What follows belongs to an exercise in optimizing a design on an open flow for small area, a short achievable clock period and few clock cycles per item; a production flow would make more cautious choices. Where RTL was checked, it was by simulation tests only, not by an equivalence proof against the original. Power figures rest on the tool's default switching activity, not on a simulated workload.

P:
## cpu_register_file_move
module cpu_register_file_move (
  input  logic                                clk,
  input  logic                                rst_n,
  input  logic                                in_tvalid,
  output logic                                in_tready,
  input  logic [1:0]                          in_tuser,
  input  logic [crfm_pkg::IN_TDATA_W-1:0]     in_tdata,
  output logic                                out_tvalid,
  input  logic                                out_tready,
  output logic [crfm_pkg::OUT_TDATA_W-1:0]    out_tdata
);
  logic [1:0]  kind;
  logic [4:0]  sel;
  logic [31:0] wval;
  logic [3:0]  dreg;
  logic [3:0]  sreg;
  logic        sind, dind;
  logic [1:0]  osz;
  logic [31:0] mdata;
  assign kind  = in_tuser;
  assign sel   = in_tdata[4:0];
  assign wval  = in_tdata[36:5];
  assign dreg  = in_tdata[40:37];
  assign dind  = (in_tdata[42:41] == crfm_pkg::MODE_IND);
  assign sreg  = in_tdata[46:43];
  assign sind  = (in_tdata[48:47] == crfm_pkg::MODE_IND);
  assign osz   = in_tdata[50:49];
  assign mdata = in_tdata[82:51];
  logic        k_read, k_write, k_move;
  logic        sel_file, sel_pc, sel_sr, sel_usp;
  logic [3:0]  sel_idx;
  logic        m_err1, m_err2, m_ok, m_movea;
  logic        szb, szw;
  logic [3:0]  n_aaddr;      
  ...
Size in the first run: roughly 780 flip-flops.
export LEC_CHECK = 0
export CAP_MARGIN = 20
export CORE_MARGIN = 2
export CORE_UTILIZATION = 70
export CTS_CLUSTER_DIAMETER = 80
export CTS_CLUSTER_SIZE = 30
export PLACE_DENSITY = 0.8
export SETUP_SLACK_MARGIN = 2.4
export SLEW_MARGIN = 20
create_clock -name core_clock -period 5.0 [get_ports {clk}]
standard.sh (not shown) runs the stock make flow with config.mk's settings and CLKGATE_MAP_FILE= SYNTH_SCRIPT=/design/flow/synth_recipe.tcl, a recipe that flattens the netlist after the stock synthesis.
==> flow/flow/run.sh <==
#!/bin/bash
# Standard ORFS layout, with the port buffers made of plain buf_2 cells and
# cell resizing allowed to change footprints, so port buffers and other
# cells can be sized for speed. make's full output goes to its own log in
# this folder.
set -euo pipefail
bash standard.sh MATCH_CELL_FOOTPRINT=0 "BUFFER_PORTS_ARGS=-buffer_cell sky130_fd_sc_hd__buf_2" finish > make_finish.log 2>&1
#### Input delta (Q over P)
-- flow/design.v --
<<< P, line 167
  logic d_v, e_v, d_move, accept, rst_r;
  assign d_move    = d_v && (!e_v || out_tready);
  logic room;
  assign in_tready = room || out_tready;
  assign accept    = in_tvalid && in_tready;
  always_ff @(posedge clk) begin
    rst_r <= !rst_n;
    if (!rst_n) begin
      d_v  <= 1'b0;
      e_v  <= 1'b0;
      room <= 1'b1;
    end else begin
      d_v  <= accept || (d_v && !d_move);
      e_v  <= d_move || (e_v && !out_tready);
      room <= !((accept || (d_v && !d_move)) && (d_move || (e_v && !out_tready)));
    end
  end
>>> Q, line 167
  logic d_v, e_v, d_move, accept, rst_r;
  assign d_move    = d_v && (!e_v || out_tready);
  assign in_tready = !d_v || !e_v || out_tready;
  assign accept    = in_tvalid && in_tready;
  always_ff @(posedge clk) begin
    rst_r <= !rst_n;
    if (!rst_n) begin
      d_v <= 1'b0;
      e_v <= 1'b0;
    end else begin
      d_v <= accept || (d_v && !d_move);
      e_v <= d_move || (e_v && !out_tready);
    end
  end
<<< P, line 311
      if (rst_r || (we2 && e_waddr == 4'(i))) regs[i][31:16] <= wd[31:16];
    end
    if (rst_r || (e_v && e_pcw))              pc_r  <= wd;
    if (rst_r || (e_v && e_uspw))             usp_r <= wd;
    if (rst_r || (e_v && (e_srw || e_flagw))) sr_r  <= rst_r ? crfm_pkg::SR_RESET :
                                                       e_srw ? e_src[15:0] : sr_flags;
  end
  assign out_tvalid = e_v;
>>> Q, line 308
      if (rst_r || (we2 && e_waddr == 4'(i))) regs[i][31:16] <= wd[31:16];
    end
    if (rst_r || (e_v && e_pcw))              pc_r  <= rst_r ? '0 : pc_f;
    if (rst_r || (e_v && e_uspw))             usp_r <= rst_r ? '0 : usp_f;
    if (rst_r || (e_v && (e_srw || e_flagw))) sr_r  <= rst_r ? crfm_pkg::SR_RESET : sr_f;
  end
  assign out_tvalid = e_v;
==> comparison <==
Between Q and P, it is Q whose worst slack at placement is lower, by 0.20 ns.
Compared to P, the router laid down more metal wire for Q.
Looking only at fraction of area in multi-input gates, and setting everything else aside, the lower value of Q and P goes to P.
Going from P to Q, highest ir drop seen on vdd dropped 54 uV; proportion of power drawn by the clock network shows a reduction of 1.6 points; non-clock buffering overhead in the final layout now sits higher; total length of routed met3 wires moved up; inverter count of the layout excluding clock inverters picked up an extra 3.
Q -> P: final-report max-slew violation count delta 0, exact match
Testbench counts of Q, summed over its fixed seeds: cycles 16,016, items 16,000.
Function not checked in P: the RTL went through the layout flow alone.

-- afterwards: timing with drivers on the ports --
Ports are ideal in the flow. The routed layouts listed here were re-timed in OpenROAD. Step 1, drivers: a clkbuf_16 drives clk and a buf_2 each remaining input, both assumed. Step 2, shift: input delay + t, output delay - t, t = (earliest + latest rising clock arrival at the registers) / 2. This alone moves slack from input paths to output paths. a / b / c = ideal ports / drivers / drivers and shift; a / b = the first two.
run | shift t [ns] | setup WS [ns] | pins driven straight from the clock port
P | 0.671 | 2.348 / 2.339 / 2.107 | 1
Q | 0.668 | 2.349 / 2.339 / 2.055 | 1
After both steps every run listed still meets setup and hold. For Q, which loses most, drivers alone change the setup slack by -0.010 ns; drivers and shift together by -0.294 ns.
